Background: an optimization exercise with open tools, aiming at small area, a short achievable clock period and few clock cycles per item. Do not read the settings as production practice.
In this exercise RTL edits were held to simulation tests only and were not proved equivalent to the original.
Power figures rest on the tool's default switching activity, not on a simulated workload.

## run A
Design math_core_alu, start of the top module:
module math_core_alu #(
    parameter int DW = 32,
    parameter int CW = 32
) (
    input  logic          clk,
    input  logic          rst,
    input  logic [0:1]    mode,
    input  logic          in_valid,
    output logic          in_ready,
    input  logic [0:DW-1] ain,
    input  logic [0:DW-1] bin,
    output logic          out_valid,
    input  logic          out_ready,
    output logic [0:DW-1] result,
    output logic          ovf,
    output logic [0:CW-1] statistic,
    input  logic          stat_ld,
    input  logic [0:CW-1] stat_din,
    input  logic          flush,
    output logic          busy
);
clock: 10.0 ns
lec_check: 0
abc_area: 1
cap_margin: 20
core_margin: 2
core_utilization: 40
cts_cluster_diameter: 100
cts_cluster_size: 20
slew_margin: 20
standard.sh (not shown) runs the stock make flow with config.mk's settings and CLKGATE_MAP_FILE= SYNTH_SCRIPT=/design/flow/synth_recipe.tcl, a recipe that flattens the netlist after the stock synthesis.
==> flow/flow/run.sh <==
#!/bin/bash
# The standard layout, with plain buf_1 port buffers and a tighter setup target
# for timing repair; the log of the whole make run goes to standard.log.
bash standard.sh BUFFER_PORTS_ARGS="-buffer_cell sky130_fd_sc_hd__buf_1" SETUP_SLACK_MARGIN=5.2 finish > standard.log 2>&1
Run A: done, clean on timing, DRC and antenna
Testbench counts of run A, summed over its fixed seeds: cycles 16,016, items 16,000.
## Diff of input files: run B against run A
-- flow/config.mk --
<<< run A, line 11
export CORE_UTILIZATION = 40
export CTS_CLUSTER_DIAMETER = 100
export CTS_CLUSTER_SIZE = 20
export SLEW_MARGIN = 20
>>> run B, line 11
export CORE_UTILIZATION = 40
export CTS_CLUSTER_DIAMETER = 100
export CTS_CLUSTER_SIZE = 30
export SLEW_MARGIN = 20
--- outcome ---
There was hardly any difference in number of non-clock inverters between run A and run B.
Run A → run B: worst IR drop on VDD up 0.45%, final standard cell utilization of the core up 0.25 points, sequential share of layout area flat, wire length of the first global-routing pass down 0.34%, clock network fraction of design power down 1.2 points.
Run A ended up with ck2 as its worst setup path startpoint; run B ended up with s2[22].
The area added between synthesis and finish of run B exceeds that of run A by 0.61 points.
What run C does differently from run B at the input level:
-- flow/config.mk --
<<< run B, line 10
export CORE_MARGIN = 2
export CORE_UTILIZATION = 40
export CTS_CLUSTER_DIAMETER = 100
export CTS_CLUSTER_SIZE = 30
export SLEW_MARGIN = 20
>>> run C, line 10
export CORE_MARGIN = 2
export CORE_UTILIZATION = 40
export SLEW_MARGIN = 20
[summary]
- Per the comparison of run C with run B, number of global-route vias before repair higher; final cell count roughly the same; combinational power lower; first-pass GRT wire length roughly the same; power dissipated in sequential cells roughly the same.
- Switching component of the power: run C > run B
- Highest clock frequency the design can meet ends up lower on run C.
- Between run C and run B, the data required time of the critical path figures differ only marginally.
- Any difference in total number of vias between run C and run B is small enough to ignore.
- On post-detailed-routing wire length, run C and run B are basically level.

---

Setup of run 1:
math_core_alu, a different RTL version from the one above (not shown whole).
Size: ~200 flip-flops, ~170 I/O pins.
## math_core_alu
module math_core_alu #(
    parameter int DW = 32,
    parameter int CW = 32
) (
    input  logic          clk,
    input  logic          rst,
    input  logic [0:1]    mode,
    input  logic          in_valid,
    output logic          in_ready,
    input  logic [0:DW-1] ain,
    input  logic [0:DW-1] bin,
    output logic          out_valid,
    input  logic          out_ready,
    output logic [0:DW-1] result,
    output logic          ovf,
    output logic [0:CW-1] statistic,
    input  logic          stat_ld,
    input  logic [0:CW-1] stat_din,
    input  logic          flush,
    output logic          busy
);
    logic [31:0]   a1;
    logic [31:0]   b1;
    logic [32:1]   a3_1;
    logic [10:0]   bs1_1, bs2_1, bs3_1, bs4_1;
    logic [9:0]    bneg_1;
    logic          bgt_1;            
    logic [1:0]    m1;
    logic          v1;
    localparam int K = 24;
    logic [31:K]   s2;
    logic [31:K]   c2;
    logic [K-1:0]  lo2;
    logic          ck2;
    logic          k1_2;
    logic          k2_2;
    logic          mulp2;
    logic [2-1:0] l32_2;
    logic          v2;
    logic [CW-1:0] r_stat;
    logic          take2;
    logic          en1;
    logic          hs;
    logic          full;
    assign take2    = !v2 || out_ready;
    assign en1      = !full || out_ready;
    assign in_ready = !flush && en1;
    assign hs       = v2 && out_ready && !flush;
    logic [31:0] ain_v;
    logic [32:0] a3_in;
    assign ain_v = ain;
    assign a3_in = {1'b0, ain_v} + {ain_v, 1'b0};
    logic [32:0] a3;
    assign a3 = {a3_1, a1[0]};
    logic [31:0] bin_v;
    logic [34:0] bx;
    logic [10:0] bs1_in, bs2_in, bs3_in, bs4_in;
    assign bin_v = bin;
    assign bx    = {2'b00, bin_v, 1'b0};
    always_comb begin
        for (int i = 0; i < 11; i++) begin
            logic t1, t0, tm;
            t1 = bx[3*i+2] ^ bx[3*i+3];
  ...
Settings: LEC_CHECK=0, ABC_AREA=1, CAP_MARGIN=20, CORE_MARGIN=2, CORE_UTILIZATION=40, SLEW_MARGIN=20; clock period 10.0 ns.
Scripts as last shown in full above: flow/flow/run.sh
Testbench counts of run 1, summed over its fixed seeds: cycles 16,016, items 16,000.
## Diff of input files: run 2 against run 1
- putting CTS_CLUSTER_SIZE at 30 where nothing was set
- putting CTS_CLUSTER_DIAMETER at 100 where nothing was set
Findings:
Setup slack in run 2 is larger than in run 1.
Of run 2 and run 1, the higher worst vdd rail ir drop belongs to run 1.
Taking run 1 as the reference, in run 2 total power divided by cell area shows a reduction of 8.2 mW/mm2; design area shows a reduction of about 0.3%; global-route usage shows no meaningful change; post-layout minimum cycle time shows a reduction of 99 ps; count of cell instances traversed by the critical path shows an increase of 1.
The fraction of power consumed by combinational cells in run 2 sits 2.9 points above the value recorded for run 1.
#### Input delta (run 3 over run 2)
- removing CTS_CLUSTER_SIZE (formerly 30)
- removing CTS_CLUSTER_DIAMETER (formerly 100)
- changing CORE_UTILIZATION from 40 to 50
==> run notes <==
A cell type of the slowest stage on the worst timing path of sky130_fd_sc_hd__clkinvlp_2 is what run 2 shows, while sky130_fd_sc_hd__o21ai_0 belongs to run 3. Comparing the two runs side by side, run 3 comes out behind run 2 on total wire length after detailed routing. Run 3 vs. run 2: slew at the pin closest to its max-slew limit moved up, global-route usage climbed 8.8 points, design area went up by about 2%, area occupied by multi-input gates was more or less identical, placement-stage worst setup slack went up. Of the two candidates, run 2 has the worse full die area and run 3 the better one.

afterwards: timing with drivers on the ports:
The results above use ideal ports. As a check the final layouts listed here were re-extracted and re-timed, cells and wires unchanged.
Step 1, drivers: a clkbuf_16 drives clk and a buf_2 each remaining input, both assumed.
Step 2 moves the port delays by t, midway between the first and last clock arrival at a register: inputs arrive t later, outputs are due t later. That takes back most of the time a late clock gives input paths.
Three values: no drivers, after step 1, after step 2; two values: the first two.
run	t (ns)	setup WS [ns]	worst register clock-pin slew, ns	worst slew at a driven data input, ns	cell pins on the clock port's net
run A	0.588	5.204 / 5.143 / 4.923	0.09 / 0.09	0.07	1
run B	0.576	5.242 / 5.180 / 4.985	0.11 / 0.11	0.07	1
run C	0.635	5.223 / 5.161 / 4.929	0.06 / 0.06	0.07	1
run 1	0.640	5.145 / 5.145 / 4.962	0.06 / 0.06	0.08	1
run 2	0.590	5.244 / 5.244 / 4.934	0.11 / 0.11	0.08	1
run 3	0.635	5.265 / 5.265 / 4.858	0.08 / 0.08	0.06	1
After both steps every run listed still meets setup and hold. For run 3, which loses most, drivers alone change the setup slack by 0.000 ns; drivers and shift together by -0.407 ns.
